This design comes from an exercise in tuning for small area, a short achievable clock period and few clock cycles on the open sky130 flow, not from production work.
No run shown here included a check of the RTL's function; only the layout flow was run.
Power is estimated from default activity; no workload was simulated.

==> flow/design.v (outline; a module is shown in full before it is edited, if it fits) <==
// module xyolo_lane: 693 lines
// module xyolo_fa: 4 lines
// module xyolo_ha: 4 lines
// module xyolo_lanes: 168 lines
module xyolo_lanes
#(
  parameter int DATA_W   = xyolo_lanes_pkg::c_DATA_W,
  parameter int N_LANES  = xyolo_lanes_pkg::c_N_LANES,
  parameter int SHIFT_W  = xyolo_lanes_pkg::c_SHIFT_W,
  parameter int CNT_W    = xyolo_lanes_pkg::c_CNT_W,
  parameter int LEAKY_SH = xyolo_lanes_pkg::c_LEAKY_SH
) (
  input  logic                      clk,
  input  logic                      rst,
  input  logic                      start,
  input  logic [CNT_W-1:0]          cfg_n_acc,
  input  logic [CNT_W-1:0]          cfg_n_out,
  input  logic [2:0]                cfg_mp_win,
  input  logic                      cfg_bias,
  input  logic                      cfg_leaky,
  input  logic                      cfg_maxpool,
  input  logic                      cfg_bypass,
  input  logic [SHIFT_W-1:0]        cfg_shift,
  input  logic                      in_valid,
  output logic                      in_ready,
  input  logic [N_LANES*DATA_W-1:0] in_pixel,
  input  logic [N_LANES*DATA_W-1:0] in_weight,
  input  logic [N_LANES*DATA_W-1:0] in_bias,
  output logic                      out_valid,
  input  logic                      out_ready,
  output logic [N_LANES*DATA_W-1:0] out_data,
  output logic                      busy,
  output logic                      done
);
  // ...
==> flow/flow/run.sh <==
#!/bin/bash
# Standard synthesis unchanged, then the standard layout steps with the
# timing repair asked to leave extra setup margin (so that it sizes the
# critical paths for a period well below the 10 ns constraint) and with
# plain buffers, rather than delay cells, on the ports.
set -euo pipefail
MARGIN=$(cat flow/margin.txt)
bash standard.sh synth > synth.log 2>&1
bash standard.sh SETUP_SLACK_MARGIN=$MARGIN \
  BUFFER_PORTS_ARGS="-buffer_cell sky130_fd_sc_hd__buf_2" finish > layout.log 2>&1
==> flow/flow/margin.txt <==
6.7
==> flow/standard.sh <==
#!/bin/bash
# synth_recipe.tcl (not shown) runs the flow's synth.tcl, then flattens the netlist and writes it again
# the make line also repeats each setting of config.mk as NAME=value (left out here)
make -C /OpenROAD-flow-scripts/flow DESIGN_CONFIG=/design/flow/config.mk WORK_HOME=/design/flow/orfs CLKGATE_MAP_FILE= SYNTH_SCRIPT=/design/flow/synth_recipe.tcl "${@:-finish}"
==> flow/config.mk <==
export PLATFORM = sky130hd
export DESIGN_NAME = xyolo_lanes
export DESIGN_NICKNAME = xyolo_lanes
export VERILOG_FILES = /design/flow/design.v
export SDC_FILE = /design/flow/constraint.sdc
export NUM_CORES = 4
export LEC_CHECK = 0
export ABC_AREA = 1
export CAP_MARGIN = 20
export CORE_MARGIN = 2
export CORE_UTILIZATION = 40
export SLEW_MARGIN = 20
export SYNTH_HIERARCHICAL = 1
==> flow/constraint.sdc <==
create_clock -name core_clock -period 10.0 [get_ports {clk}]
set_input_delay 2.0000 -clock core_clock [delete_from_list [all_inputs] [get_ports {clk}]]
set_output_delay 2.0000 -clock core_clock [all_outputs]
set_load 0.01 [all_outputs]
==> run summary, run 1 <==
number of global-route vias before repair=55.6k; power share of the combinational group=50.8%; clk sinks=around 1.0k; CP peak stage delay=~0.4 ns; flop-to-flop setup slack=6.62 ns; syn_nets=around 9.4k; clkbuf count=149; Startpoint Class=register; DR WL met3=14.3 mm; multi-input gate share of total cell area=52.3%; multi-input gates=5586; r2r startpoint=g_lane[3].u_lane.r_sh[4]$_DFFE_PP_; WP buf/inv=4; Async SR Flop Fraction=0%; combinational gate power=approximately 11 mW; status=complete, no violations; top cells by area, synth=dfxtp_1 26%, fa_1 16%, nand2_1 8.6%; Antenna Cells=6; Clock Power=4.54 mW; final WL=just over 200 mm; Hold Path End=g_lane[2].u_lane.r_b1[10]$_DFF_P_; fin area=slightly above 80000 um2; initial core utilization=40.1%; routability cong.=0.930; # hold bufs at CTS=0; area grow syn2layout=19.6%; Top Usage Layer GRT=met2; share of layout cells above drive strength 1=between 10% and 20%; wire per inst=18.8 um; Yosys warning count=8; Leakage Power=41.1 nW; Max Buffers Root-to-Sink=3; Die Width=418 um; post-CTS sizing=329; most used cell, CP=nand2_1; Post-CTS Setup Repair Bufs=107; Yosys reg bits=1020; Slew Limit Fails=0; grt met1 use=29.2%; Worst EP required=10.63 ns
==> module xyolo_lane, before the edit <==
module xyolo_lane
#(
  parameter int DATA_W   = xyolo_lanes_pkg::c_DATA_W,
  parameter int SHIFT_W  = xyolo_lanes_pkg::c_SHIFT_W,
  parameter int CNT_W    = xyolo_lanes_pkg::c_CNT_W,
  parameter int LEAKY_SH = xyolo_lanes_pkg::c_LEAKY_SH
) (
  input  logic               clk,
  input  logic               rst,
  input  logic               beat_en,     
  input  logic               bypass,      
  input  logic               bias_en,     
  input  logic [DATA_W-1:0]  pixel,
  input  logic [DATA_W-1:0]  weight,
  input  logic [DATA_W-1:0]  bias,
  input  logic               sh_load,     
  input  logic [SHIFT_W-1:0] sh_d,
  input  logic               cfg_leaky,
  input  logic [25:0]        fit_mask,    
  input  logic               ld_beat,     
  input  logic               pool_en,     
  input  logic               pool_first,  
  output logic [DATA_W-1:0]  result
);
  logic [SHIFT_W-1:0] r_sh;
  logic               r_ld0, r_ld1;
  always_ff @(posedge clk) begin
    if (sh_load) r_sh <= sh_d;
    r_ld0 <= ld_beat;
    r_ld1 <= r_ld0;
  end
  logic [15:0] w_y, r_x, r_b;
  logic [7:0]  r_one, r_two, r_neg;
  assign w_y = beat_en ? (bypass ? 16'd1 : weight) : 16'd0;
  always_ff @(posedge clk) begin
    r_x <= pixel;
    r_b <= bias_en ? bias : 16'd0;
  end
  for (genvar j = 0; j < 8; j++) begin : g_enc
    logic yl, ym, yh;
    assign yl = (j == 0) ? 1'b0 : w_y[2*j-1];
    assign ym = w_y[2*j];
    assign yh = w_y[2*j+1];
    always_ff @(posedge clk) begin
      r_one[j] <= ym ^ yl;
      r_two[j] <= (yh & ~ym & ~yl) | (~yh & ym & yl);
      r_neg[j] <= yh;
    end
  end
  logic [16:0] w_xe;
  logic [7:0]  w_one, w_two, w_neg;
  logic [16:0] w_r0, w_r1, w_r2, w_r3, w_r4, w_r5, w_r6, w_r7;
  assign w_xe  = {r_x[15], r_x};
  assign w_one = r_one;
  assign w_two = r_two;
  assign w_neg = r_neg;
  assign w_r0 = ({17{w_one[0]}} & w_xe | {17{w_two[0]}} & {w_xe[15:0], 1'b0}) ^ {17{w_neg[0]}};
  assign w_r1 = ({17{w_one[1]}} & w_xe | {17{w_two[1]}} & {w_xe[15:0], 1'b0}) ^ {17{w_neg[1]}};
  assign w_r2 = ({17{w_one[2]}} & w_xe | {17{w_two[2]}} & {w_xe[15:0], 1'b0}) ^ {17{w_neg[2]}};
  assign w_r3 = ({17{w_one[3]}} & w_xe | {17{w_two[3]}} & {w_xe[15:0], 1'b0}) ^ {17{w_neg[3]}};
  assign w_r4 = ({17{w_one[4]}} & w_xe | {17{w_two[4]}} & {w_xe[15:0], 1'b0}) ^ {17{w_neg[4]}};
  assign w_r5 = ({17{w_one[5]}} & w_xe | {17{w_two[5]}} & {w_xe[15:0], 1'b0}) ^ {17{w_neg[5]}};
  assign w_r6 = ({17{w_one[6]}} & w_xe | {17{w_two[6]}} & {w_xe[15:0], 1'b0}) ^ {17{w_neg[6]}};
  assign w_r7 = ({17{w_one[7]}} & w_xe | {17{w_two[7]}} & {w_xe[15:0], 1'b0}) ^ {17{w_neg[7]}};
  wire hs0, hc0;
  xyolo_ha u_ha0 (.a(w_r0[10]), .b(w_r1[8]), .s(hs0), .co(hc0));
  wire hs1, hc1;
  xyolo_ha u_ha1 (.a(w_r0[11]), .b(w_r1[9]), .s(hs1), .co(hc1));
  wire fs0, fc0;
  xyolo_fa u_fa0 (.a(w_r0[12]), .b(w_r1[10]), .c(w_r2[8]), .s(fs0), .co(fc0));
  wire hs2, hc2;
  xyolo_ha u_ha2 (.a(w_r3[6]), .b(w_r4[4]), .s(hs2), .co(hc2));
  wire fs1, fc1;
  xyolo_fa u_fa1 (.a(w_r0[13]), .b(w_r1[11]), .c(w_r2[9]), .s(fs1), .co(fc1));
  wire hs3, hc3;
  xyolo_ha u_ha3 (.a(w_r3[7]), .b(w_r4[5]), .s(hs3), .co(hc3));
  wire fs2, fc2;
  xyolo_fa u_fa2 (.a(w_r0[14]), .b(w_r1[12]), .c(w_r2[10]), .s(fs2), .co(fc2));
  wire fs3, fc3;
  xyolo_fa u_fa3 (.a(w_r3[8]), .b(w_r4[6]), .c(w_r5[4]), .s(fs3), .co(fc3));
  wire hs4, hc4;
  xyolo_ha u_ha4 (.a(w_r6[2]), .b(w_r7[0]), .s(hs4), .co(hc4));
  wire fs4, fc4;
  xyolo_fa u_fa4 (.a(w_r0[15]), .b(w_r1[13]), .c(w_r2[11]), .s(fs4), .co(fc4));
  wire fs5, fc5;
  xyolo_fa u_fa5 (.a(w_r3[9]), .b(w_r4[7]), .c(w_r5[5]), .s(fs5), .co(fc5));
  wire hs5, hc5;
  xyolo_ha u_ha5 (.a(w_r6[3]), .b(w_r7[1]), .s(hs5), .co(hc5));
  wire fs6, fc6;
  xyolo_fa u_fa6 (.a(~w_r0[16]), .b(w_r1[14]), .c(w_r2[12]), .s(fs6), .co(fc6));
  wire fs7, fc7;
  xyolo_fa u_fa7 (.a(w_r3[10]), .b(w_r4[8]), .c(w_r5[6]), .s(fs7), .co(fc7));
  wire fs8, fc8;
  assign fs8 = w_r6[4] ^ w_r7[2] ^ 1'b1;
  assign fc8 = (w_r6[4] & w_r7[2]) | (1'b1 & (w_r6[4] ^ w_r7[2]));
  wire fs9, fc9;
  xyolo_fa u_fa9 (.a(w_r1[15]), .b(w_r2[13]), .c(w_r3[11]), .s(fs9), .co(fc9));
  wire fs10, fc10;
  xyolo_fa u_fa10 (.a(w_r4[9]), .b(w_r5[7]), .c(w_r6[5]), .s(fs10), .co(fc10));
  wire hs6, hc6;
  assign hs6 = w_r7[3] ^ 1'b1;
  assign hc6 = w_r7[3] & 1'b1;
  wire fs11, fc11;
  xyolo_fa u_fa11 (.a(~w_r1[16]), .b(w_r2[14]), .c(w_r3[12]), .s(fs11), .co(fc11));
  wire fs12, fc12;
  xyolo_fa u_fa12 (.a(w_r4[10]), .b(w_r5[8]), .c(w_r6[6]), .s(fs12), .co(fc12));
  wire fs13, fc13;
  xyolo_fa u_fa13 (.a(w_r2[15]), .b(w_r3[13]), .c(w_r4[11]), .s(fs13), .co(fc13));
  wire hs7, hc7;
  xyolo_ha u_ha7 (.a(w_r5[9]), .b(w_r6[7]), .s(hs7), .co(hc7));
  wire fs14, fc14;
  xyolo_fa u_fa14 (.a(~w_r2[16]), .b(w_r3[14]), .c(w_r4[12]), .s(fs14), .co(fc14));
  wire hs8, hc8;
  xyolo_ha u_ha8 (.a(w_r3[15]), .b(w_r4[13]), .s(hs8), .co(hc8));
  wire hs9, hc9;
  xyolo_ha u_ha9 (.a(w_r0[6]), .b(w_r1[4]), .s(hs9), .co(hc9));
  wire hs10, hc10;
  xyolo_ha u_ha10 (.a(w_r0[7]), .b(w_r1[5]), .s(hs10), .co(hc10));
  wire fs15, fc15;
  xyolo_fa u_fa15 (.a(w_r0[8]), .b(w_r1[6]), .c(w_r2[4]), .s(fs15), .co(fc15));
  wire hs11, hc11;
  xyolo_ha u_ha11 (.a(w_r3[2]), .b(w_r4[0]), .s(hs11), .co(hc11));
  wire fs16, fc16;
  xyolo_fa u_fa16 (.a(w_r0[9]), .b(w_r1[7]), .c(w_r2[5]), .s(fs16), .co(fc16));
  wire hs12, hc12;
  xyolo_ha u_ha12 (.a(w_r3[3]), .b(w_r4[1]), .s(hs12), .co(hc12));
  wire fs17, fc17;
  xyolo_fa u_fa17 (.a(w_r2[6]), .b(w_r3[4]), .c(w_r4[2]), .s(fs17), .co(fc17));
  wire fs18, fc18;
  xyolo_fa u_fa18 (.a(w_r5[0]), .b(w_neg[5]), .c(hs0), .s(fs18), .co(fc18));
  wire fs19, fc19;
  xyolo_fa u_fa19 (.a(w_r2[7]), .b(w_r3[5]), .c(w_r4[3]), .s(fs19), .co(fc19));
  wire fs20, fc20;
  xyolo_fa u_fa20 (.a(w_r5[1]), .b(hc0), .c(hs1), .s(fs20), .co(fc20));
  wire fs21, fc21;
  xyolo_fa u_fa21 (.a(w_r5[2]), .b(w_r6[0]), .c(w_neg[6]), .s(fs21), .co(fc21));
  wire fs22, fc22;
  xyolo_fa u_fa22 (.a(hc1), .b(fs0), .c(hs2), .s(fs22), .co(fc22));
  wire fs23, fc23;
  xyolo_fa u_fa23 (.a(w_r5[3]), .b(w_r6[1]), .c(fc0), .s(fs23), .co(fc23));
  wire fs24, fc24;
  xyolo_fa u_fa24 (.a(hc2), .b(fs1), .c(hs3), .s(fs24), .co(fc24));
  wire fs25, fc25;
  xyolo_fa u_fa25 (.a(w_neg[7]), .b(fc1), .c(hc3), .s(fs25), .co(fc25));
  wire fs26, fc26;
  xyolo_fa u_fa26 (.a(fs2), .b(fs3), .c(hs4), .s(fs26), .co(fc26));
  wire fs27, fc27;
  xyolo_fa u_fa27 (.a(fc2), .b(fc3), .c(hc4), .s(fs27), .co(fc27));
  wire fs28, fc28;
  xyolo_fa u_fa28 (.a(fs4), .b(fs5), .c(hs5), .s(fs28), .co(fc28));
  wire fs29, fc29;
  xyolo_fa u_fa29 (.a(fc4), .b(fc5), .c(hc5), .s(fs29), .co(fc29));
  wire fs30, fc30;
  xyolo_fa u_fa30 (.a(fs6), .b(fs7), .c(fs8), .s(fs30), .co(fc30));
  wire fs31, fc31;
  xyolo_fa u_fa31 (.a(fc6), .b(fc7), .c(fc8), .s(fs31), .co(fc31));
  wire fs32, fc32;
  xyolo_fa u_fa32 (.a(fs9), .b(fs10), .c(hs6), .s(fs32), .co(fc32));
  wire fs33, fc33;
  xyolo_fa u_fa33 (.a(w_r7[4]), .b(fc9), .c(fc10), .s(fs33), .co(fc33));
  wire fs34, fc34;
  xyolo_fa u_fa34 (.a(hc6), .b(fs11), .c(fs12), .s(fs34), .co(fc34));
  wire fs35, fc35;
  xyolo_fa u_fa35 (.a(w_r7[5]), .b(fc11), .c(fc12), .s(fs35), .co(fc35));
  wire fs36, fc36;
  assign fs36 = fs13 ^ hs7 ^ 1'b1;
  assign fc36 = (fs13 & hs7) | (1'b1 & (fs13 ^ hs7));
  wire fs37, fc37;
  xyolo_fa u_fa37 (.a(w_r5[10]), .b(w_r6[8]), .c(w_r7[6]), .s(fs37), .co(fc37));
  wire fs38, fc38;
  xyolo_fa u_fa38 (.a(fc13), .b(hc7), .c(fs14), .s(fs38), .co(fc38));
  wire fs39, fc39;
  xyolo_fa u_fa39 (.a(w_r5[11]), .b(w_r6[9]), .c(w_r7[7]), .s(fs39), .co(fc39));
  wire fs40, fc40;
  assign fs40 = fc14 ^ hs8 ^ 1'b1;
  assign fc40 = (fc14 & hs8) | (1'b1 & (fc14 ^ hs8));
  wire fs41, fc41;
  xyolo_fa u_fa41 (.a(~w_r3[16]), .b(w_r4[14]), .c(w_r5[12]), .s(fs41), .co(fc41));
  wire fs42, fc42;
  xyolo_fa u_fa42 (.a(w_r6[10]), .b(w_r7[8]), .c(hc8), .s(fs42), .co(fc42));
  wire fs43, fc43;
  xyolo_fa u_fa43 (.a(w_r4[15]), .b(w_r5[13]), .c(w_r6[11]), .s(fs43), .co(fc43));
  wire hs13, hc13;
  assign hs13 = w_r7[9] ^ 1'b1;
  assign hc13 = w_r7[9] & 1'b1;
  wire fs44, fc44;
  xyolo_fa u_fa44 (.a(~w_r4[16]), .b(w_r5[14]), .c(w_r6[12]), .s(fs44), .co(fc44));
  wire hs14, hc14;
  xyolo_ha u_ha14 (.a(w_r5[15]), .b(w_r6[13]), .s(hs14), .co(hc14));
  wire hs15, hc15;
  xyolo_ha u_ha15 (.a(w_r0[4]), .b(w_r1[2]), .s(hs15), .co(hc15));
  wire hs16, hc16;
  xyolo_ha u_ha16 (.a(w_r0[5]), .b(w_r1[3]), .s(hs16), .co(hc16));
  wire fs45, fc45;
  xyolo_fa u_fa45 (.a(w_r2[2]), .b(w_r3[0]), .c(w_neg[3]), .s(fs45), .co(fc45));
  wire fs46, fc46;
  xyolo_fa u_fa46 (.a(w_r2[3]), .b(w_r3[1]), .c(hc9), .s(fs46), .co(fc46));
  wire fs47, fc47;
  xyolo_fa u_fa47 (.a(w_neg[4]), .b(hc10), .c(fs15), .s(fs47), .co(fc47));
  wire fs48, fc48;
  xyolo_fa u_fa48 (.a(fc15), .b(hc11), .c(fs16), .s(fs48), .co(fc48));
  wire fs49, fc49;
  xyolo_fa u_fa49 (.a(fc16), .b(hc12), .c(fs17), .s(fs49), .co(fc49));
  wire fs50, fc50;
  xyolo_fa u_fa50 (.a(fc17), .b(fc18), .c(fs19), .s(fs50), .co(fc50));
  wire fs51, fc51;
  xyolo_fa u_fa51 (.a(fc19), .b(fc20), .c(fs21), .s(fs51), .co(fc51));
  wire fs52, fc52;
  xyolo_fa u_fa52 (.a(fc21), .b(fc22), .c(fs23), .s(fs52), .co(fc52));
  wire fs53, fc53;
  xyolo_fa u_fa53 (.a(fc23), .b(fc24), .c(fs25), .s(fs53), .co(fc53));
  wire fs54, fc54;
  xyolo_fa u_fa54 (.a(fc25), .b(fc26), .c(fs27), .s(fs54), .co(fc54));
  wire fs55, fc55;
  xyolo_fa u_fa55 (.a(fc27), .b(fc28), .c(fs29), .s(fs55), .co(fc55));
  wire fs56, fc56;
  xyolo_fa u_fa56 (.a(fc29), .b(fc30), .c(fs31), .s(fs56), .co(fc56));
  wire fs57, fc57;
  xyolo_fa u_fa57 (.a(fc31), .b(fc32), .c(fs33), .s(fs57), .co(fc57));
  wire fs58, fc58;
  xyolo_fa u_fa58 (.a(fc33), .b(fc34), .c(fs35), .s(fs58), .co(fc58));
  wire fs59, fc59;
  xyolo_fa u_fa59 (.a(fc35), .b(fc36), .c(fs37), .s(fs59), .co(fc59));
  wire fs60, fc60;
  xyolo_fa u_fa60 (.a(fc37), .b(fc38), .c(fs39), .s(fs60), .co(fc60));
  wire fs61, fc61;
  xyolo_fa u_fa61 (.a(fc39), .b(fc40), .c(fs41), .s(fs61), .co(fc61));
  wire fs62, fc62;
  xyolo_fa u_fa62 (.a(fc41), .b(fc42), .c(fs43), .s(fs62), .co(fc62));
  wire fs63, fc63;
  xyolo_fa u_fa63 (.a(w_r7[10]), .b(fc43), .c(hc13), .s(fs63), .co(fc63));
  wire fs64, fc64;
  xyolo_fa u_fa64 (.a(w_r7[11]), .b(fc44), .c(hs14), .s(fs64), .co(fc64));
  wire fs65, fc65;
  xyolo_fa u_fa65 (.a(~w_r5[16]), .b(w_r6[14]), .c(w_r7[12]), .s(fs65), .co(fc65));
  wire hs17, hc17;
  xyolo_ha u_ha17 (.a(w_r6[15]), .b(w_r7[13]), .s(hs17), .co(hc17));
  wire hs18, hc18;
  xyolo_ha u_ha18 (.a(w_r0[2]), .b(w_r1[0]), .s(hs18), .co(hc18));
  wire hs19, hc19;
  xyolo_ha u_ha19 (.a(w_r0[3]), .b(w_r1[1]), .s(hs19), .co(hc19));
  wire fs66, fc66;
  xyolo_fa u_fa66 (.a(w_r2[0]), .b(w_neg[2]), .c(hs15), .s(fs66), .co(fc66));
  wire fs67, fc67;
  xyolo_fa u_fa67 (.a(w_r2[1]), .b(hc15), .c(hs16), .s(fs67), .co(fc67));
  wire fs68, fc68;
  xyolo_fa u_fa68 (.a(hs9), .b(hc16), .c(fs45), .s(fs68), .co(fc68));
  wire fs69, fc69;
  xyolo_fa u_fa69 (.a(hs10), .b(fc45), .c(fs46), .s(fs69), .co(fc69));
  wire fs70, fc70;
  xyolo_fa u_fa70 (.a(hs11), .b(fc46), .c(fs47), .s(fs70), .co(fc70));
  wire fs71, fc71;
  xyolo_fa u_fa71 (.a(hs12), .b(fc47), .c(fs48), .s(fs71), .co(fc71));
  wire fs72, fc72;
  xyolo_fa u_fa72 (.a(fs18), .b(fc48), .c(fs49), .s(fs72), .co(fc72));
  wire fs73, fc73;
  xyolo_fa u_fa73 (.a(fs20), .b(fc49), .c(fs50), .s(fs73), .co(fc73));
  wire fs74, fc74;
  xyolo_fa u_fa74 (.a(fs22), .b(fc50), .c(fs51), .s(fs74), .co(fc74));
  wire fs75, fc75;
  xyolo_fa u_fa75 (.a(fs24), .b(fc51), .c(fs52), .s(fs75), .co(fc75));
  wire fs76, fc76;
  xyolo_fa u_fa76 (.a(fs26), .b(fc52), .c(fs53), .s(fs76), .co(fc76));
  wire fs77, fc77;
  xyolo_fa u_fa77 (.a(fs28), .b(fc53), .c(fs54), .s(fs77), .co(fc77));
  wire fs78, fc78;
  xyolo_fa u_fa78 (.a(fs30), .b(fc54), .c(fs55), .s(fs78), .co(fc78));
  wire fs79, fc79;
  xyolo_fa u_fa79 (.a(fs32), .b(fc55), .c(fs56), .s(fs79), .co(fc79));
  wire fs80, fc80;
  xyolo_fa u_fa80 (.a(fs34), .b(fc56), .c(fs57), .s(fs80), .co(fc80));
  wire fs81, fc81;
  xyolo_fa u_fa81 (.a(fs36), .b(fc57), .c(fs58), .s(fs81), .co(fc81));
  wire fs82, fc82;
  xyolo_fa u_fa82 (.a(fs38), .b(fc58), .c(fs59), .s(fs82), .co(fc82));
  wire fs83, fc83;
  xyolo_fa u_fa83 (.a(fs40), .b(fc59), .c(fs60), .s(fs83), .co(fc83));
  wire fs84, fc84;
  xyolo_fa u_fa84 (.a(fs42), .b(fc60), .c(fs61), .s(fs84), .co(fc84));
  wire fs85, fc85;
  xyolo_fa u_fa85 (.a(hs13), .b(fc61), .c(fs62), .s(fs85), .co(fc85));
  wire fs86, fc86;
  xyolo_fa u_fa86 (.a(fs44), .b(fc62), .c(fs63), .s(fs86), .co(fc86));
  wire fs87, fc87;
  assign fs87 = fc63 ^ fs64 ^ 1'b1;
  assign fc87 = (fc63 & fs64) | (1'b1 & (fc63 ^ fs64));
  wire fs88, fc88;
  xyolo_fa u_fa88 (.a(hc14), .b(fc64), .c(fs65), .s(fs88), .co(fc88));
  wire fs89, fc89;
  assign fs89 = fc65 ^ hs17 ^ 1'b1;
  assign fc89 = (fc65 & hs17) | (1'b1 & (fc65 ^ hs17));
  wire fs90, fc90;
  xyolo_fa u_fa90 (.a(~w_r6[16]), .b(w_r7[14]), .c(hc17), .s(fs90), .co(fc90));
  wire hs20, hc20;
  assign hs20 = w_r7[15] ^ 1'b1;
  assign hc20 = w_r7[15] & 1'b1;
  logic [30:0] r_t0;
  logic [30:0] r_t1;
  logic [15:0] r_b1;
  always_ff @(posedge clk) begin
    r_t0[0] <= w_r0[0];
    r_t1[0] <= w_neg[0];
    r_t0[1] <= w_r0[1];
    r_t0[2] <= w_neg[1];
    r_t1[2] <= hs18;
    r_t0[3] <= hc18;
    r_t1[3] <= hs19;
    r_t0[4] <= hc19;
    r_t1[4] <= fs66;
    r_t0[5] <= fc66;
    r_t1[5] <= fs67;
    r_t0[6] <= fc67;
    r_t1[6] <= fs68;
    r_t0[7] <= fc68;
    r_t1[7] <= fs69;
    r_t0[8] <= fc69;
    r_t1[8] <= fs70;
    r_t0[9] <= fc70;
    r_t1[9] <= fs71;
    r_t0[10] <= fc71;
    r_t1[10] <= fs72;
    r_t0[11] <= fc72;
    r_t1[11] <= fs73;
    r_t0[12] <= fc73;
    r_t1[12] <= fs74;
    r_t0[13] <= fc74;
    r_t1[13] <= fs75;
    r_t0[14] <= fc75;
    r_t1[14] <= fs76;
    r_t0[15] <= fc76;
    r_t1[15] <= fs77;
    r_t0[16] <= fc77;
    r_t1[16] <= fs78;
    r_t0[17] <= fc78;
    r_t1[17] <= fs79;
    r_t0[18] <= fc79;
    r_t1[18] <= fs80;
    r_t0[19] <= fc80;
    r_t1[19] <= fs81;
    r_t0[20] <= fc81;
    r_t1[20] <= fs82;
    r_t0[21] <= fc82;
    r_t1[21] <= fs83;
    r_t0[22] <= fc83;
    r_t1[22] <= fs84;
    r_t0[23] <= fc84;
    r_t1[23] <= fs85;
    r_t0[24] <= fc85;
    r_t1[24] <= fs86;
    r_t0[25] <= fc86;
    r_t1[25] <= fs87;
    r_t0[26] <= fc87;
    r_t1[26] <= fs88;
    r_t0[27] <= fc88;
    r_t1[27] <= fs89;
    r_t0[28] <= fc89;
    r_t1[28] <= fs90;
    r_t0[29] <= fc90;
    r_t1[29] <= hs20;
    r_t0[30] <= ~w_r7[16];
    r_t1[30] <= hc20;
    r_b1 <= r_b;
  end
  logic [42:0] w_row0, w_row1, w_x, w_cs_s, w_cs_c, w_acc_n;
  logic [42:0] r_acc;
  logic [15:0] r_bh;     
  assign w_row0 = {1'b1, 1'b1, 1'b1, 1'b1, 1'b1, 1'b1, 1'b1, 1'b1, 1'b1, 1'b1, 1'b1, 1'b1, r_t0[30], r_t0[29], r_t0[28], r_t0[27], r_t0[26], r_t0[25], r_t0[24], r_t0[23], r_t0[22], r_t0[21], r_t0[20], r_t0[19], r_t0[18], r_t0[17], r_t0[16], r_t0[15], r_t0[14], r_t0[13], r_t0[12], r_t0[11], r_t0[10], r_t0[9], r_t0[8], r_t0[7], r_t0[6], r_t0[5], r_t0[4], r_t0[3], r_t0[2], r_t0[1], r_t0[0]};
  assign w_row1 = {1'b0, 1'b0, 1'b0, 1'b0, 1'b0, 1'b0, 1'b0, 1'b0, 1'b0, 1'b0, 1'b0, 1'b0, r_t1[30], r_t1[29], r_t1[28], r_t1[27], r_t1[26], r_t1[25], r_t1[24], r_t1[23], r_t1[22], r_t1[21], r_t1[20], r_t1[19], r_t1[18], r_t1[17], r_t1[16], r_t1[15], r_t1[14], r_t1[13], r_t1[12], r_t1[11], r_t1[10], r_t1[9], r_t1[8], r_t1[7], r_t1[6], r_t1[5], r_t1[4], r_t1[3], r_t1[2], 1'b0, r_t1[0]};
  assign w_x     = r_acc & {43{~r_ld1}};
  assign w_cs_s  = w_x ^ w_row0 ^ w_row1;
  assign w_cs_c  = (w_x & w_row0) | (w_row1 & (w_x ^ w_row0));
  wire [42:0] ca_p0, ca_g0, ca_sum;
  assign ca_p0 = w_cs_s ^ {w_cs_c[41:0], 1'b0};
  assign ca_g0 = w_cs_s & {w_cs_c[41:0], 1'b0};
  wire ca_G0, ca_P0;
  assign ca_G0 = ca_g0[1] | (ca_p0[1] & ca_g0[0]);
  assign ca_P0 = ca_p0[1] & ca_p0[0];
  wire ca_G1, ca_P1;
  assign ca_G1 = ca_g0[3] | (ca_p0[3] & ca_g0[2]);
  assign ca_P1 = ca_p0[3] & ca_p0[2];
  wire ca_G2, ca_P2;
  assign ca_G2 = ca_g0[5] | (ca_p0[5] & ca_g0[4]);
  assign ca_P2 = ca_p0[5] & ca_p0[4];
  wire ca_G3, ca_P3;
  assign ca_G3 = ca_g0[7] | (ca_p0[7] & ca_g0[6]);
  assign ca_P3 = ca_p0[7] & ca_p0[6];
  wire ca_G4, ca_P4;
  assign ca_G4 = ca_g0[9] | (ca_p0[9] & ca_g0[8]);
  assign ca_P4 = ca_p0[9] & ca_p0[8];
  wire ca_G5, ca_P5;
  assign ca_G5 = ca_g0[11] | (ca_p0[11] & ca_g0[10]);
  assign ca_P5 = ca_p0[11] & ca_p0[10];
  wire ca_G6, ca_P6;
  assign ca_G6 = ca_g0[13] | (ca_p0[13] & ca_g0[12]);
  assign ca_P6 = ca_p0[13] & ca_p0[12];
  wire ca_G7, ca_P7;
  assign ca_G7 = ca_g0[15] | (ca_p0[15] & ca_g0[14]);
  assign ca_P7 = ca_p0[15] & ca_p0[14];
  wire ca_G8, ca_P8;
  assign ca_G8 = ca_g0[17] | (ca_p0[17] & ca_g0[16]);
  assign ca_P8 = ca_p0[17] & ca_p0[16];
  wire ca_G9, ca_P9;
  assign ca_G9 = ca_g0[19] | (ca_p0[19] & ca_g0[18]);
  assign ca_P9 = ca_p0[19] & ca_p0[18];
  wire ca_G10, ca_P10;
  assign ca_G10 = ca_g0[21] | (ca_p0[21] & ca_g0[20]);
  assign ca_P10 = ca_p0[21] & ca_p0[20];
  wire ca_G11, ca_P11;
  assign ca_G11 = ca_g0[23] | (ca_p0[23] & ca_g0[22]);
  assign ca_P11 = ca_p0[23] & ca_p0[22];
  wire ca_G12, ca_P12;
  assign ca_G12 = ca_g0[25] | (ca_p0[25] & ca_g0[24]);
  assign ca_P12 = ca_p0[25] & ca_p0[24];
  wire ca_G13, ca_P13;
  assign ca_G13 = ca_g0[27] | (ca_p0[27] & ca_g0[26]);
  assign ca_P13 = ca_p0[27] & ca_p0[26];
  wire ca_G14, ca_P14;
  assign ca_G14 = ca_g0[29] | (ca_p0[29] & ca_g0[28]);
  assign ca_P14 = ca_p0[29] & ca_p0[28];
  wire ca_G15, ca_P15;
  assign ca_G15 = ca_g0[31] | (ca_p0[31] & ca_g0[30]);
  assign ca_P15 = ca_p0[31] & ca_p0[30];
  wire ca_G16, ca_P16;
  assign ca_G16 = ca_g0[33] | (ca_p0[33] & ca_g0[32]);
  assign ca_P16 = ca_p0[33] & ca_p0[32];
  wire ca_G17, ca_P17;
  assign ca_G17 = ca_g0[35] | (ca_p0[35] & ca_g0[34]);
  assign ca_P17 = ca_p0[35] & ca_p0[34];
  wire ca_G18, ca_P18;
  assign ca_G18 = ca_g0[37] | (ca_p0[37] & ca_g0[36]);
  assign ca_P18 = ca_p0[37] & ca_p0[36];
  wire ca_G19, ca_P19;
  assign ca_G19 = ca_g0[39] | (ca_p0[39] & ca_g0[38]);
  assign ca_P19 = ca_p0[39] & ca_p0[38];
  wire ca_G20, ca_P20;
  assign ca_G20 = ca_g0[41] | (ca_p0[41] & ca_g0[40]);
  assign ca_P20 = ca_p0[41] & ca_p0[40];
  wire ca_G21, ca_P21;
  assign ca_G21 = ca_G1 | (ca_P1 & ca_G0);
  assign ca_P21 = ca_P1 & ca_P0;
  wire ca_G22, ca_P22;
  assign ca_G22 = ca_G3 | (ca_P3 & ca_G2);
  assign ca_P22 = ca_P3 & ca_P2;
  wire ca_G23, ca_P23;
  assign ca_G23 = ca_G5 | (ca_P5 & ca_G4);
  assign ca_P23 = ca_P5 & ca_P4;
  wire ca_G24, ca_P24;
  assign ca_G24 = ca_G7 | (ca_P7 & ca_G6);
  assign ca_P24 = ca_P7 & ca_P6;
  wire ca_G25, ca_P25;
  assign ca_G25 = ca_G9 | (ca_P9 & ca_G8);
  assign ca_P25 = ca_P9 & ca_P8;
  wire ca_G26, ca_P26;
  assign ca_G26 = ca_G11 | (ca_P11 & ca_G10);
  assign ca_P26 = ca_P11 & ca_P10;
  wire ca_G27, ca_P27;
  assign ca_G27 = ca_G13 | (ca_P13 & ca_G12);
  assign ca_P27 = ca_P13 & ca_P12;
  wire ca_G28, ca_P28;
  assign ca_G28 = ca_G15 | (ca_P15 & ca_G14);
  assign ca_P28 = ca_P15 & ca_P14;
  wire ca_G29, ca_P29;
  assign ca_G29 = ca_G17 | (ca_P17 & ca_G16);
  assign ca_P29 = ca_P17 & ca_P16;
  wire ca_G30, ca_P30;
  assign ca_G30 = ca_G19 | (ca_P19 & ca_G18);
  assign ca_P30 = ca_P19 & ca_P18;
  wire ca_G31, ca_P31;
  assign ca_G31 = ca_G22 | (ca_P22 & ca_G21);
  assign ca_P31 = ca_P22 & ca_P21;
  wire ca_G32, ca_P32;
  assign ca_G32 = ca_G24 | (ca_P24 & ca_G23);
  assign ca_P32 = ca_P24 & ca_P23;
  wire ca_G33, ca_P33;
  assign ca_G33 = ca_G26 | (ca_P26 & ca_G25);
  assign ca_P33 = ca_P26 & ca_P25;
  wire ca_G34, ca_P34;
  assign ca_G34 = ca_G28 | (ca_P28 & ca_G27);
  assign ca_P34 = ca_P28 & ca_P27;
  wire ca_G35, ca_P35;
  assign ca_G35 = ca_G30 | (ca_P30 & ca_G29);
  assign ca_P35 = ca_P30 & ca_P29;
  wire ca_G36, ca_P36;
  assign ca_G36 = ca_G32 | (ca_P32 & ca_G31);
  assign ca_P36 = ca_P32 & ca_P31;
  wire ca_G37, ca_P37;
  assign ca_G37 = ca_G34 | (ca_P34 & ca_G33);
  assign ca_P37 = ca_P34 & ca_P33;
  wire ca_G38, ca_P38;
  assign ca_G38 = ca_G37 | (ca_P37 & ca_G36);
  assign ca_P38 = ca_P37 & ca_P36;
  wire ca_G39, ca_P39;
  assign ca_G39 = ca_G33 | (ca_P33 & ca_G36);
  assign ca_P39 = ca_P33 & ca_P36;
  wire ca_G40, ca_P40;
  assign ca_G40 = ca_G35 | (ca_P35 & ca_G38);
  assign ca_P40 = ca_P35 & ca_P38;
  wire ca_G41, ca_P41;
  assign ca_G41 = ca_G23 | (ca_P23 & ca_G31);
  assign ca_P41 = ca_P23 & ca_P31;
  wire ca_G42, ca_P42;
  assign ca_G42 = ca_G25 | (ca_P25 & ca_G36);
  assign ca_P42 = ca_P25 & ca_P36;
  wire ca_G43, ca_P43;
  assign ca_G43 = ca_G27 | (ca_P27 & ca_G39);
  assign ca_P43 = ca_P27 & ca_P39;
  wire ca_G44, ca_P44;
  assign ca_G44 = ca_G29 | (ca_P29 & ca_G38);
  assign ca_P44 = ca_P29 & ca_P38;
  wire ca_G45, ca_P45;
  assign ca_G45 = ca_G2 | (ca_P2 & ca_G21);
  assign ca_P45 = ca_P2 & ca_P21;
  wire ca_G46, ca_P46;
  assign ca_G46 = ca_G4 | (ca_P4 & ca_G31);
  assign ca_P46 = ca_P4 & ca_P31;
  wire ca_G47, ca_P47;
  assign ca_G47 = ca_G6 | (ca_P6 & ca_G41);
  assign ca_P47 = ca_P6 & ca_P41;
  wire ca_G48, ca_P48;
  assign ca_G48 = ca_G8 | (ca_P8 & ca_G36);
  assign ca_P48 = ca_P8 & ca_P36;
  wire ca_G49, ca_P49;
  assign ca_G49 = ca_G10 | (ca_P10 & ca_G42);
  assign ca_P49 = ca_P10 & ca_P42;
  wire ca_G50, ca_P50;
  assign ca_G50 = ca_G12 | (ca_P12 & ca_G39);
  assign ca_P50 = ca_P12 & ca_P39;
  wire ca_G51, ca_P51;
  assign ca_G51 = ca_G14 | (ca_P14 & ca_G43);
  assign ca_P51 = ca_P14 & ca_P43;
  wire ca_G52, ca_P52;
  assign ca_G52 = ca_G16 | (ca_P16 & ca_G38);
  assign ca_P52 = ca_P16 & ca_P38;
  wire ca_G53, ca_P53;
  assign ca_G53 = ca_G18 | (ca_P18 & ca_G44);
  assign ca_P53 = ca_P18 & ca_P44;
  wire ca_G54, ca_P54;
  assign ca_G54 = ca_G20 | (ca_P20 & ca_G40);
  assign ca_P54 = ca_P20 & ca_P40;
  wire ca_G55, ca_P55;
  assign ca_G55 = ca_g0[2] | (ca_p0[2] & ca_G0);
  assign ca_P55 = ca_p0[2] & ca_P0;
  wire ca_G56, ca_P56;
  assign ca_G56 = ca_g0[4] | (ca_p0[4] & ca_G21);
  assign ca_P56 = ca_p0[4] & ca_P21;
  wire ca_G57, ca_P57;
  assign ca_G57 = ca_g0[6] | (ca_p0[6] & ca_G45);
  assign ca_P57 = ca_p0[6] & ca_P45;
  wire ca_G58, ca_P58;
  assign ca_G58 = ca_g0[8] | (ca_p0[8] & ca_G31);
  assign ca_P58 = ca_p0[8] & ca_P31;
  wire ca_G59, ca_P59;
  assign ca_G59 = ca_g0[10] | (ca_p0[10] & ca_G46);
  assign ca_P59 = ca_p0[10] & ca_P46;
  wire ca_G60, ca_P60;
  assign ca_G60 = ca_g0[12] | (ca_p0[12] & ca_G41);
  assign ca_P60 = ca_p0[12] & ca_P41;
  wire ca_G61, ca_P61;
  assign ca_G61 = ca_g0[14] | (ca_p0[14] & ca_G47);
  assign ca_P61 = ca_p0[14] & ca_P47;
  wire ca_G62, ca_P62;
  assign ca_G62 = ca_g0[16] | (ca_p0[16] & ca_G36);
  assign ca_P62 = ca_p0[16] & ca_P36;
  wire ca_G63, ca_P63;
  assign ca_G63 = ca_g0[18] | (ca_p0[18] & ca_G48);
  assign ca_P63 = ca_p0[18] & ca_P48;
  wire ca_G64, ca_P64;
  assign ca_G64 = ca_g0[20] | (ca_p0[20] & ca_G42);
  assign ca_P64 = ca_p0[20] & ca_P42;
  wire ca_G65, ca_P65;
  assign ca_G65 = ca_g0[22] | (ca_p0[22] & ca_G49);
  assign ca_P65 = ca_p0[22] & ca_P49;
  wire ca_G66, ca_P66;
  assign ca_G66 = ca_g0[24] | (ca_p0[24] & ca_G39);
  assign ca_P66 = ca_p0[24] & ca_P39;
  wire ca_G67, ca_P67;
  assign ca_G67 = ca_g0[26] | (ca_p0[26] & ca_G50);
  assign ca_P67 = ca_p0[26] & ca_P50;
  wire ca_G68, ca_P68;
  assign ca_G68 = ca_g0[28] | (ca_p0[28] & ca_G43);
  assign ca_P68 = ca_p0[28] & ca_P43;
  wire ca_G69, ca_P69;
  assign ca_G69 = ca_g0[30] | (ca_p0[30] & ca_G51);
  assign ca_P69 = ca_p0[30] & ca_P51;
  wire ca_G70, ca_P70;
  assign ca_G70 = ca_g0[32] | (ca_p0[32] & ca_G38);
  assign ca_P70 = ca_p0[32] & ca_P38;
  wire ca_G71, ca_P71;
  assign ca_G71 = ca_g0[34] | (ca_p0[34] & ca_G52);
  assign ca_P71 = ca_p0[34] & ca_P52;
  wire ca_G72, ca_P72;
  assign ca_G72 = ca_g0[36] | (ca_p0[36] & ca_G44);
  assign ca_P72 = ca_p0[36] & ca_P44;
  wire ca_G73, ca_P73;
  assign ca_G73 = ca_g0[38] | (ca_p0[38] & ca_G53);
  assign ca_P73 = ca_p0[38] & ca_P53;
  wire ca_G74, ca_P74;
  assign ca_G74 = ca_g0[40] | (ca_p0[40] & ca_G40);
  assign ca_P74 = ca_p0[40] & ca_P40;
  wire ca_G75, ca_P75;
  assign ca_G75 = ca_g0[42] | (ca_p0[42] & ca_G54);
  assign ca_P75 = ca_p0[42] & ca_P54;
  assign ca_sum[0] = ca_p0[0] ^ 1'b0;
  assign ca_sum[1] = ca_p0[1] ^ ca_g0[0];
  assign ca_sum[2] = ca_p0[2] ^ ca_G0;
  assign ca_sum[3] = ca_p0[3] ^ ca_G55;
  assign ca_sum[4] = ca_p0[4] ^ ca_G21;
  assign ca_sum[5] = ca_p0[5] ^ ca_G56;
  assign ca_sum[6] = ca_p0[6] ^ ca_G45;
  assign ca_sum[7] = ca_p0[7] ^ ca_G57;
  assign ca_sum[8] = ca_p0[8] ^ ca_G31;
  assign ca_sum[9] = ca_p0[9] ^ ca_G58;
  assign ca_sum[10] = ca_p0[10] ^ ca_G46;
  assign ca_sum[11] = ca_p0[11] ^ ca_G59;
  assign ca_sum[12] = ca_p0[12] ^ ca_G41;
  assign ca_sum[13] = ca_p0[13] ^ ca_G60;
  assign ca_sum[14] = ca_p0[14] ^ ca_G47;
  assign ca_sum[15] = ca_p0[15] ^ ca_G61;
  assign ca_sum[16] = ca_p0[16] ^ ca_G36;
  assign ca_sum[17] = ca_p0[17] ^ ca_G62;
  assign ca_sum[18] = ca_p0[18] ^ ca_G48;
  assign ca_sum[19] = ca_p0[19] ^ ca_G63;
  assign ca_sum[20] = ca_p0[20] ^ ca_G42;
  assign ca_sum[21] = ca_p0[21] ^ ca_G64;
  assign ca_sum[22] = ca_p0[22] ^ ca_G49;
  assign ca_sum[23] = ca_p0[23] ^ ca_G65;
  assign ca_sum[24] = ca_p0[24] ^ ca_G39;
  assign ca_sum[25] = ca_p0[25] ^ ca_G66;
  assign ca_sum[26] = ca_p0[26] ^ ca_G50;
  assign ca_sum[27] = ca_p0[27] ^ ca_G67;
  assign ca_sum[28] = ca_p0[28] ^ ca_G43;
  assign ca_sum[29] = ca_p0[29] ^ ca_G68;
  assign ca_sum[30] = ca_p0[30] ^ ca_G51;
  assign ca_sum[31] = ca_p0[31] ^ ca_G69;
  assign ca_sum[32] = ca_p0[32] ^ ca_G38;
  assign ca_sum[33] = ca_p0[33] ^ ca_G70;
  assign ca_sum[34] = ca_p0[34] ^ ca_G52;
  assign ca_sum[35] = ca_p0[35] ^ ca_G71;
  assign ca_sum[36] = ca_p0[36] ^ ca_G44;
  assign ca_sum[37] = ca_p0[37] ^ ca_G72;
  assign ca_sum[38] = ca_p0[38] ^ ca_G53;
  assign ca_sum[39] = ca_p0[39] ^ ca_G73;
  assign ca_sum[40] = ca_p0[40] ^ ca_G40;
  assign ca_sum[41] = ca_p0[41] ^ ca_G74;
  assign ca_sum[42] = ca_p0[42] ^ ca_G54;
  assign w_acc_n = ca_sum;
  always_ff @(posedge clk) begin
    r_acc <= w_acc_n;
    if (r_ld1) r_bh <= r_b1;
  end
  logic [47:0] w_a0;
  logic [31:0] w_s16;
  logic [23:0] w_s8;
  logic [19:0] w_s4;
  logic [17:0] w_s2;
  logic [16:0] w_t;
  logic [17:0] w_vs, w_vw;
  logic        w_big, w_ge28;
  assign w_a0  = {{(48-43){r_acc[42]}}, r_acc};
  assign w_s16 = r_sh[4] ? w_a0[47:16] : w_a0[31:0];
  assign w_s8  = r_sh[3] ? w_s16[31:8] : w_s16[23:0];
  assign w_s4  = r_sh[2] ? w_s8[23:4]  : w_s8[19:0];
  assign w_s2  = r_sh[1] ? w_s4[19:2]  : w_s4[17:0];
  assign w_t   = r_sh[0] ? w_s2[17:1]  : w_s2[16:0];
  assign w_big = |((r_acc[41:16] ^ {26{r_acc[42]}}) & fit_mask[25:0]);
  assign w_vs  = {w_t[16], w_t} + {{2{r_bh[15]}}, r_bh};
  assign w_ge28 = &r_sh[4:2];
  assign w_vw[12:0] = w_vs[12:0];
  assign w_vw[13] = (r_sh[1] & r_sh[0]) ? w_vs[12] : w_vs[13];
  assign w_vw[14] = r_sh[1] ? (r_sh[0] ? w_vs[12] : w_vs[13]) : w_vs[14];
  assign w_vw[15] = r_sh[1] ? (r_sh[0] ? w_vs[12] : w_vs[13]) : (r_sh[0] ? w_vs[14] : w_vs[15]);
  assign w_vw[17:16] = {2{w_vw[15]}};
  logic [17:0] r_y18;
  logic        r_big, r_bsg;
  always_ff @(posedge clk) begin
    r_y18 <= w_ge28 ? w_vw : w_vs;
    r_big <= w_big;
    r_bsg <= r_acc[42];
  end
  logic        w_fit, w_sgn;
  logic [15:0] w_sat, w_v, r_pool;
  assign w_fit = !r_big && ((r_y18[17:15] == 3'b000) || (r_y18[17:15] == 3'b111));
  assign w_sgn = r_big ? r_bsg : r_y18[17];
  assign w_sat = w_fit ? r_y18[15:0] : {w_sgn, {15{~w_sgn}}};
  assign w_v   = (cfg_leaky && w_sat[15]) ? {{LEAKY_SH{1'b1}}, w_sat[15:LEAKY_SH]} : w_sat;
  logic        w_gt;
  assign w_gt  = {~w_v[15], w_v[14:0]} > {~r_pool[15], r_pool[14:0]};
  always_ff @(posedge clk) begin
    if (rst) r_pool <= '0;
    else if (pool_en && (pool_first || w_gt)) r_pool <= w_v;
  end
  assign result = r_pool;
endmodule
==> run 2, diff against run 1 <==
--- a/flow/design.v
+++ b/flow/design.v
@@ -19,17 +19,16 @@
 module xyolo_lane
 #(
   parameter int DATA_W   = xyolo_lanes_pkg::c_DATA_W,
   parameter int SHIFT_W  = xyolo_lanes_pkg::c_SHIFT_W,
   parameter int CNT_W    = xyolo_lanes_pkg::c_CNT_W,
   parameter int LEAKY_SH = xyolo_lanes_pkg::c_LEAKY_SH
 ) (
   input  logic               clk,
-  input  logic               rst,
   input  logic               beat_en,     
   input  logic               bypass,      
   input  logic               bias_en,     
   input  logic [DATA_W-1:0]  pixel,
   input  logic [DATA_W-1:0]  weight,
   input  logic [DATA_W-1:0]  bias,
   input  logic               sh_load,     
   input  logic [SHIFT_W-1:0] sh_d,
@@ -42,41 +41,35 @@
 );
   logic [SHIFT_W-1:0] r_sh;
   logic               r_ld0, r_ld1;
   always_ff @(posedge clk) begin
     if (sh_load) r_sh <= sh_d;
     r_ld0 <= ld_beat;
     r_ld1 <= r_ld0;
   end
-  logic [15:0] w_y, r_x, r_b;
-  logic [7:0]  r_one, r_two, r_neg;
-  assign w_y = beat_en ? (bypass ? 16'd1 : weight) : 16'd0;
+  logic [15:0] r_x, r_y, r_b;
   always_ff @(posedge clk) begin
     r_x <= pixel;
+    r_y <= beat_en ? (bypass ? 16'd1 : weight) : 16'd0;
     r_b <= bias_en ? bias : 16'd0;
   end
-  for (genvar j = 0; j < 8; j++) begin : g_enc
-    logic yl, ym, yh;
-    assign yl = (j == 0) ? 1'b0 : w_y[2*j-1];
-    assign ym = w_y[2*j];
-    assign yh = w_y[2*j+1];
-    always_ff @(posedge clk) begin
-      r_one[j] <= ym ^ yl;
-      r_two[j] <= (yh & ~ym & ~yl) | (~yh & ym & yl);
-      r_neg[j] <= yh;
-    end
-  end
   logic [16:0] w_xe;
   logic [7:0]  w_one, w_two, w_neg;
   logic [16:0] w_r0, w_r1, w_r2, w_r3, w_r4, w_r5, w_r6, w_r7;
-  assign w_xe  = {r_x[15], r_x};
-  assign w_one = r_one;
-  assign w_two = r_two;
-  assign w_neg = r_neg;
+  assign w_xe = {r_x[15], r_x};
+  for (genvar j = 0; j < 8; j++) begin : g_enc
+    logic yl, ym, yh;
+    assign yl = (j == 0) ? 1'b0 : r_y[2*j-1];
+    assign ym = r_y[2*j];
+    assign yh = r_y[2*j+1];
+    assign w_one[j] = ym ^ yl;
+    assign w_two[j] = (yh & ~ym & ~yl) | (~yh & ym & yl);
+    assign w_neg[j] = yh;
+  end
   assign w_r0 = ({17{w_one[0]}} & w_xe | {17{w_two[0]}} & {w_xe[15:0], 1'b0}) ^ {17{w_neg[0]}};
   assign w_r1 = ({17{w_one[1]}} & w_xe | {17{w_two[1]}} & {w_xe[15:0], 1'b0}) ^ {17{w_neg[1]}};
   assign w_r2 = ({17{w_one[2]}} & w_xe | {17{w_two[2]}} & {w_xe[15:0], 1'b0}) ^ {17{w_neg[2]}};
   assign w_r3 = ({17{w_one[3]}} & w_xe | {17{w_two[3]}} & {w_xe[15:0], 1'b0}) ^ {17{w_neg[3]}};
   assign w_r4 = ({17{w_one[4]}} & w_xe | {17{w_two[4]}} & {w_xe[15:0], 1'b0}) ^ {17{w_neg[4]}};
   assign w_r5 = ({17{w_one[5]}} & w_xe | {17{w_two[5]}} & {w_xe[15:0], 1'b0}) ^ {17{w_neg[5]}};
   assign w_r6 = ({17{w_one[6]}} & w_xe | {17{w_two[6]}} & {w_xe[15:0], 1'b0}) ^ {17{w_neg[6]}};
   assign w_r7 = ({17{w_one[7]}} & w_xe | {17{w_two[7]}} & {w_xe[15:0], 1'b0}) ^ {17{w_neg[7]}};
@@ -380,18 +373,71 @@
     r_b1 <= r_b;
   end
   logic [42:0] w_row0, w_row1, w_x, w_cs_s, w_cs_c, w_acc_n;
   logic [42:0] r_acc;
   logic [15:0] r_bh;     
   assign w_row0 = {1'b1, 1'b1, 1'b1, 1'b1, 1'b1, 1'b1, 1'b1, 1'b1, 1'b1, 1'b1, 1'b1, 1'b1, r_t0[30], r_t0[29], r_t0[28], r_t0[27], r_t0[26], r_t0[25], r_t0[24], r_t0[23], r_t0[22], r_t0[21], r_t0[20], r_t0[19], r_t0[18], r_t0[17], r_t0[16], r_t0[15], r_t0[14], r_t0[13], r_t0[12], r_t0[11], r_t0[10], r_t0[9], r_t0[8], r_t0[7], r_t0[6], r_t0[5], r_t0[4], r_t0[3], r_t0[2], r_t0[1], r_t0[0]};
   assign w_row1 = {1'b0, 1'b0, 1'b0, 1'b0, 1'b0, 1'b0, 1'b0, 1'b0, 1'b0, 1'b0, 1'b0, 1'b0, r_t1[30], r_t1[29], r_t1[28], r_t1[27], r_t1[26], r_t1[25], r_t1[24], r_t1[23], r_t1[22], r_t1[21], r_t1[20], r_t1[19], r_t1[18], r_t1[17], r_t1[16], r_t1[15], r_t1[14], r_t1[13], r_t1[12], r_t1[11], r_t1[10], r_t1[9], r_t1[8], r_t1[7], r_t1[6], r_t1[5], r_t1[4], r_t1[3], r_t1[2], 1'b0, r_t1[0]};
   assign w_x     = r_acc & {43{~r_ld1}};
-  assign w_cs_s  = w_x ^ w_row0 ^ w_row1;
-  assign w_cs_c  = (w_x & w_row0) | (w_row1 & (w_x ^ w_row0));
+  xyolo_fa u_cs0 (.a(w_x[0]), .b(r_t0[0]), .c(r_t1[0]), .s(w_cs_s[0]), .co(w_cs_c[0]));
+  xyolo_ha u_cs1 (.a(w_x[1]), .b(r_t0[1]), .s(w_cs_s[1]), .co(w_cs_c[1]));
+  xyolo_fa u_cs2 (.a(w_x[2]), .b(r_t0[2]), .c(r_t1[2]), .s(w_cs_s[2]), .co(w_cs_c[2]));
+  xyolo_fa u_cs3 (.a(w_x[3]), .b(r_t0[3]), .c(r_t1[3]), .s(w_cs_s[3]), .co(w_cs_c[3]));
+  xyolo_fa u_cs4 (.a(w_x[4]), .b(r_t0[4]), .c(r_t1[4]), .s(w_cs_s[4]), .co(w_cs_c[4]));
+  xyolo_fa u_cs5 (.a(w_x[5]), .b(r_t0[5]), .c(r_t1[5]), .s(w_cs_s[5]), .co(w_cs_c[5]));
+  xyolo_fa u_cs6 (.a(w_x[6]), .b(r_t0[6]), .c(r_t1[6]), .s(w_cs_s[6]), .co(w_cs_c[6]));
+  xyolo_fa u_cs7 (.a(w_x[7]), .b(r_t0[7]), .c(r_t1[7]), .s(w_cs_s[7]), .co(w_cs_c[7]));
+  xyolo_fa u_cs8 (.a(w_x[8]), .b(r_t0[8]), .c(r_t1[8]), .s(w_cs_s[8]), .co(w_cs_c[8]));
+  xyolo_fa u_cs9 (.a(w_x[9]), .b(r_t0[9]), .c(r_t1[9]), .s(w_cs_s[9]), .co(w_cs_c[9]));
+  xyolo_fa u_cs10 (.a(w_x[10]), .b(r_t0[10]), .c(r_t1[10]), .s(w_cs_s[10]), .co(w_cs_c[10]));
+  xyolo_fa u_cs11 (.a(w_x[11]), .b(r_t0[11]), .c(r_t1[11]), .s(w_cs_s[11]), .co(w_cs_c[11]));
+  xyolo_fa u_cs12 (.a(w_x[12]), .b(r_t0[12]), .c(r_t1[12]), .s(w_cs_s[12]), .co(w_cs_c[12]));
+  xyolo_fa u_cs13 (.a(w_x[13]), .b(r_t0[13]), .c(r_t1[13]), .s(w_cs_s[13]), .co(w_cs_c[13]));
+  xyolo_fa u_cs14 (.a(w_x[14]), .b(r_t0[14]), .c(r_t1[14]), .s(w_cs_s[14]), .co(w_cs_c[14]));
+  xyolo_fa u_cs15 (.a(w_x[15]), .b(r_t0[15]), .c(r_t1[15]), .s(w_cs_s[15]), .co(w_cs_c[15]));
+  xyolo_fa u_cs16 (.a(w_x[16]), .b(r_t0[16]), .c(r_t1[16]), .s(w_cs_s[16]), .co(w_cs_c[16]));
+  xyolo_fa u_cs17 (.a(w_x[17]), .b(r_t0[17]), .c(r_t1[17]), .s(w_cs_s[17]), .co(w_cs_c[17]));
+  xyolo_fa u_cs18 (.a(w_x[18]), .b(r_t0[18]), .c(r_t1[18]), .s(w_cs_s[18]), .co(w_cs_c[18]));
+  xyolo_fa u_cs19 (.a(w_x[19]), .b(r_t0[19]), .c(r_t1[19]), .s(w_cs_s[19]), .co(w_cs_c[19]));
+  xyolo_fa u_cs20 (.a(w_x[20]), .b(r_t0[20]), .c(r_t1[20]), .s(w_cs_s[20]), .co(w_cs_c[20]));
+  xyolo_fa u_cs21 (.a(w_x[21]), .b(r_t0[21]), .c(r_t1[21]), .s(w_cs_s[21]), .co(w_cs_c[21]));
+  xyolo_fa u_cs22 (.a(w_x[22]), .b(r_t0[22]), .c(r_t1[22]), .s(w_cs_s[22]), .co(w_cs_c[22]));
+  xyolo_fa u_cs23 (.a(w_x[23]), .b(r_t0[23]), .c(r_t1[23]), .s(w_cs_s[23]), .co(w_cs_c[23]));
+  xyolo_fa u_cs24 (.a(w_x[24]), .b(r_t0[24]), .c(r_t1[24]), .s(w_cs_s[24]), .co(w_cs_c[24]));
+  xyolo_fa u_cs25 (.a(w_x[25]), .b(r_t0[25]), .c(r_t1[25]), .s(w_cs_s[25]), .co(w_cs_c[25]));
+  xyolo_fa u_cs26 (.a(w_x[26]), .b(r_t0[26]), .c(r_t1[26]), .s(w_cs_s[26]), .co(w_cs_c[26]));
+  xyolo_fa u_cs27 (.a(w_x[27]), .b(r_t0[27]), .c(r_t1[27]), .s(w_cs_s[27]), .co(w_cs_c[27]));
+  xyolo_fa u_cs28 (.a(w_x[28]), .b(r_t0[28]), .c(r_t1[28]), .s(w_cs_s[28]), .co(w_cs_c[28]));
+  xyolo_fa u_cs29 (.a(w_x[29]), .b(r_t0[29]), .c(r_t1[29]), .s(w_cs_s[29]), .co(w_cs_c[29]));
+  xyolo_fa u_cs30 (.a(w_x[30]), .b(r_t0[30]), .c(r_t1[30]), .s(w_cs_s[30]), .co(w_cs_c[30]));
+  assign w_cs_s[31] = ~w_x[31];
+  assign w_cs_c[31] = w_x[31];
+  assign w_cs_s[32] = ~w_x[32];
+  assign w_cs_c[32] = w_x[32];
+  assign w_cs_s[33] = ~w_x[33];
+  assign w_cs_c[33] = w_x[33];
+  assign w_cs_s[34] = ~w_x[34];
+  assign w_cs_c[34] = w_x[34];
+  assign w_cs_s[35] = ~w_x[35];
+  assign w_cs_c[35] = w_x[35];
+  assign w_cs_s[36] = ~w_x[36];
+  assign w_cs_c[36] = w_x[36];
+  assign w_cs_s[37] = ~w_x[37];
+  assign w_cs_c[37] = w_x[37];
+  assign w_cs_s[38] = ~w_x[38];
+  assign w_cs_c[38] = w_x[38];
+  assign w_cs_s[39] = ~w_x[39];
+  assign w_cs_c[39] = w_x[39];
+  assign w_cs_s[40] = ~w_x[40];
+  assign w_cs_c[40] = w_x[40];
+  assign w_cs_s[41] = ~w_x[41];
+  assign w_cs_c[41] = w_x[41];
+  assign w_cs_s[42] = ~w_x[42];
+  assign w_cs_c[42] = w_x[42];
   wire [42:0] ca_p0, ca_g0, ca_sum;
   assign ca_p0 = w_cs_s ^ {w_cs_c[41:0], 1'b0};
   assign ca_g0 = w_cs_s & {w_cs_c[41:0], 1'b0};
   wire ca_G0, ca_P0;
   assign ca_G0 = ca_g0[1] | (ca_p0[1] & ca_g0[0]);
   assign ca_P0 = ca_p0[1] & ca_p0[0];
   wire ca_G1, ca_P1;
   assign ca_G1 = ca_g0[3] | (ca_p0[3] & ca_g0[2]);
@@ -699,18 +745,17 @@
   logic [15:0] w_sat, w_v, r_pool;
   assign w_fit = !r_big && ((r_y18[17:15] == 3'b000) || (r_y18[17:15] == 3'b111));
   assign w_sgn = r_big ? r_bsg : r_y18[17];
   assign w_sat = w_fit ? r_y18[15:0] : {w_sgn, {15{~w_sgn}}};
   assign w_v   = (cfg_leaky && w_sat[15]) ? {{LEAKY_SH{1'b1}}, w_sat[15:LEAKY_SH]} : w_sat;
   logic        w_gt;
   assign w_gt  = {~w_v[15], w_v[14:0]} > {~r_pool[15], r_pool[14:0]};
   always_ff @(posedge clk) begin
-    if (rst) r_pool <= '0;
-    else if (pool_en && (pool_first || w_gt)) r_pool <= w_v;
+    if (pool_en && (pool_first || w_gt)) r_pool <= w_v;
   end
   assign result = r_pool;
 endmodule
 module xyolo_fa (input  logic a, b, c, output logic s, co);
   assign s  = a ^ b ^ c;
   assign co = (a & b) | (c & (a ^ b));
 endmodule
 module xyolo_ha (input  logic a, b, output logic s, co);
@@ -825,56 +870,55 @@
   logic f0_wl, f0_gf, f0_gl, f0_jl;           
   logic f1_wl, f1_gf, f1_gl, f1_jl;           
   logic f2_wl, f2_gf, f2_gl, f2_jl;           
   logic f3_wl, f3_gf, f3_gl, f3_jl;           
   always_ff @(posedge clk) begin
     if (rst) begin
       r_run <= 1'b0; r_busy <= 1'b0; r_done <= 1'b0; r_in_ready <= 1'b0;
       r_out_valid <= 1'b0; r_out_last <= 1'b0; r_pend <= 1'b0;
-      {f0_wl, f0_gf, f0_gl, f0_jl} <= '0;
-      {f1_wl, f1_gf, f1_gl, f1_jl} <= '0;
-      {f2_wl, f2_gf, f2_gl, f2_jl} <= '0;
-      {f3_wl, f3_gf, f3_gl, f3_jl} <= '0;
+      {f0_wl, f1_wl, f2_wl, f3_wl} <= '0;
     end else begin
       r_run      <= w_st || (r_run && !e_jl);
       r_pend     <= e_gl || (r_pend && !w_xfer);
       r_in_ready <= w_st || (w_acc ? (w_k1a || (w_k1b && out_ready))
                                    : (w_k0a || (w_k0b && out_ready)));
       r_done     <= w_xfer && r_out_last;
       r_busy     <= w_st || (r_busy && !(w_xfer && r_out_last));
       if (f3_wl && f3_gl) begin
         r_out_valid <= 1'b1;
         r_out_last  <= f3_jl;
       end else if (w_xfer) begin
         r_out_valid <= 1'b0;
       end
-      {f0_wl, f0_gf, f0_gl, f0_jl} <= {e_wl, e_gf, e_gl, e_jl};
-      {f1_wl, f1_gf, f1_gl, f1_jl} <= {f0_wl, f0_gf, f0_gl, f0_jl};
-      {f2_wl, f2_gf, f2_gl, f2_jl} <= {f1_wl, f1_gf, f1_gl, f1_jl};
-      {f3_wl, f3_gf, f3_gl, f3_jl} <= {f2_wl, f2_gf, f2_gl, f2_jl};
+      {f0_wl, f1_wl, f2_wl, f3_wl} <= {e_wl, f0_wl, f1_wl, f2_wl};
     end
   end
+  always_ff @(posedge clk) begin
+    {f0_gf, f0_gl, f0_jl} <= {r_gf, w_gl_nx, w_jl_nx};
+    {f1_gf, f1_gl, f1_jl} <= {f0_gf, f0_gl, f0_jl};
+    {f2_gf, f2_gl, f2_jl} <= {f1_gf, f1_gl, f1_jl};
+    {f3_gf, f3_gl, f3_jl} <= {f2_gf, f2_gl, f2_jl};
+  end
   assign in_ready  = r_in_ready;
   assign out_valid = r_out_valid;
   assign busy      = r_busy;
   assign done      = r_done;
   logic [25:0] w_fit_mask;
   for (genvar t = 0; t < 26; t++) begin : g_mask
     assign w_fit_mask[t] = (5'(t) >= r_shift);
   end
   for (genvar g = 0; g < N_LANES; g++) begin : g_lane
     xyolo_lane #(
       .DATA_W   (DATA_W),
       .SHIFT_W  (SHIFT_W),
       .CNT_W    (CNT_W),
       .LEAKY_SH (LEAKY_SH)
     ) u_lane (
       .clk        (clk),
-      .rst        (rst),
       .beat_en    (w_acc),
       .bypass     (r_bypass),
       .bias_en    (r_bias_en),
       .pixel      (in_pixel[g*DATA_W +: DATA_W]),
       .weight     (in_weight[g*DATA_W +: DATA_W]),
       .bias       (in_bias[g*DATA_W +: DATA_W]),
       .sh_load    (w_st),
       .sh_d       (w_cfg_shift),
==> flow/flow/margin.txt (replaced) <==
6.5
==> run 2 against run 1 <==
  * Total power decreased by 5.8%
  * Flip-flop and latch count decreased by 32
  * Combinational power decreased by 9%
  * Die area decreased by 3.2%
  * Synthesized area decreased by 3.2%
  * Worst hold slack got worse by 0.0078 ns
  * Critical endpoint is now g_lane[3].u_lane.r_t1[11]$_DFF_P_
  * Largest power group unchanged
==> run summary, run 2 <==
row cnt=149; routability cong.=0.907 (-2.5%); status=complete, no violations; syn_nets=8743 (-6.7%); Routed Antenna Nets=0; hold slack=0.315 ns; Max Buffers Root-to-Sink=3 (unchanged); Sum Neg Setup Slack=0 ns; total track usage=a little under a quarter; Syn Std Cell Area=66500 um2; top cells by area, synth=dfxtp_1 24%, fa_1 16%, edfxtp_1 9.2%; initial core utilization=40.3% (+0.16 points); final WL=200 mm (-3.3%); area grow syn2layout=16.1%; Leakage Power=38.7 nW (-5.9%); Yosys reg bits=988 (-3.1%); share of layout cells above drive strength 1=14.1% (-4.3 points); Final Skew=0.0373 ns; Async SR Flop Fraction=0% (unchanged); top fanout value on the critical path=11; Yosys warning count=8 (unchanged); r2r startpoint=g_lane[3].u_lane.r_y[3]$_SDFF_PP0_; fin area=77200 um2 (-6.0%); Slew Limit Fails=0 (unchanged); number of global-route vias before repair=52.3k (-6.0%); power share of the combinational group=49.0% (-1.8 points); Worst EP required=10.59 ns (-0.04 ns); Startpoint Class=register; Worst Slack Setup Final=roughly 6.5 ns; wire per inst=19.6 um (+4.1%); clk sinks=988 (-3.1%); CP peak stage delay=0.60 ns (+0.20 ns); Peak Freq=288 MHz; Die Width=412 um (-1.6%)
run 2: cell types whose count changed in the layout (fill, tap and decap cells not counted), sizes merged, moves of 13 or more:
| cell | previous run | this run |
|---|---|---|
| nand2 | 1584 | 1329 |
| inv | 1173 | 993 |
| buf | 651 | 519 |
| dfxtp | 881 | 785 |
| nor2 | 615 | 538 |
| edfxtp | 139 | 203 |
| clkinvlp | 81 | 27 |
| a211oi | 0 | 41 |
| a22o | 28 | 0 |
| a21oi | 271 | 294 |
| xor2 | 598 | 576 |
| a31oi | 37 | 23 |
| xnor2 | 77 | 64 |
run 2: worst paths after layout:
kind / to / slack [ns] / cells past startpoint
setup / recovery: g_lane[3].u_lane.r_t1[11]$_DFF_P_ / 6.52 / 13
hold / removal: g_lane[3].u_lane.r_b1[5]$_DFF_P_ / 0.32 / 0
setup reg to reg: g_lane[3].u_lane.r_t1[11]$_DFF_P_ / 6.52 / 13
hold reg to reg: g_lane[3].u_lane.r_b1[5]$_DFF_P_ / 0.32 / 0
run 2: per-stage QoR:
stage / total power, mW / utilization (%)
after CTS: 20.1 / 45.4
final: 20.1 / 46.8
after floorplan: 12.9 / -
after global placement: 15.1 / 42.1
after detailed placement: 15.5 / 42.1
after global routing: 22.0 / 46.8
run 2: modules after synthesis, one instance, submodules excluded, a selection:
| module | cells inside | flip-flops and latches | times used |
|---|---|---|---|
| xyolo_fa | 1 | 0 | 464 |
| xyolo_ha | 1 | 0 | 76 |
| xyolo_lanes | 432 | 80 | 1 |
run 2: power groups by stage:
stage / clock network (mW) / registers (mW) / logic [mW]
finish: 4.44 / 5.80 / 9.86
global route: 4.72 / 5.89 / 11.4
CTS: 4.57 / 5.81 / 9.69
detailed placement: 0 / 5.89 / 9.58
global placement: 0 / 5.88 / 9.25
floorplan: 0 / 5.61 / 7.31
run 2: layout make-up:
type,count,area share (%)
repair buffers,549,5.79
repair inverters,6,0.0454
multi-input cells,5245,52.1
clock buffers,143,4.05
flip-flops and latches,988,28.4
clock inverters,74,1.15
inverters,988,4.94
diodes,7,0.0227
well taps,2189,3.55
run 2: logic make-up after synthesis:
logic type                 share of synthesized area [%]
buffers and inverters                               8.05
xor gates and xnor gates                            8.43
muxes                                              0.542
and+or+nand+nor                                     13.7
adders and majority gates                           24.0
DFF                                                 32.8
AOI/OAI and AO/OA                                   12.5
run 2: what timing repair did:
item	CTS	global route
resized for setup	149	283
hold buffers	0	0
endpoints found under the setup margin	289	189
setup buffers	77	88
cloned	4	33
pin swaps	23	96
run 2: critical path: cells and delay by family, from the launching register on:
kind                       cells  cell delay (ns)
xor gates and xnor gates       1             0.13
DFF                            1             0.35
buffers and inverters          6             0.86
and+or+nand+nor                2             0.28
AOI/OAI and AO/OA              1             0.18
adders and majority gates      3             1.53
run 2: layer usage:
| metal | GRT usage (%) | vias to the layer above | routed length [um] |
|---|---|---|---|
| met5 | 0 | - | 33 |
| met4 | 9.04 | 6 | 7430 |
| met3 | 3.78 | 390 | 15300 |
| met2 | 34.8 | 1982 | 89200 |
| met1 | 31.3 | 25830 | 87800 |
| li1 | - | 25434 | - |

Re-timed with assumed drivers on the ports (clkbuf_16 on the clock, buf_2 on other inputs), run 2 has 6.450 ns of setup slack against 6.524 ns with ideal ports, and 6.100 ns once port delays also move by the mid clock arrival of 0.828 ns.
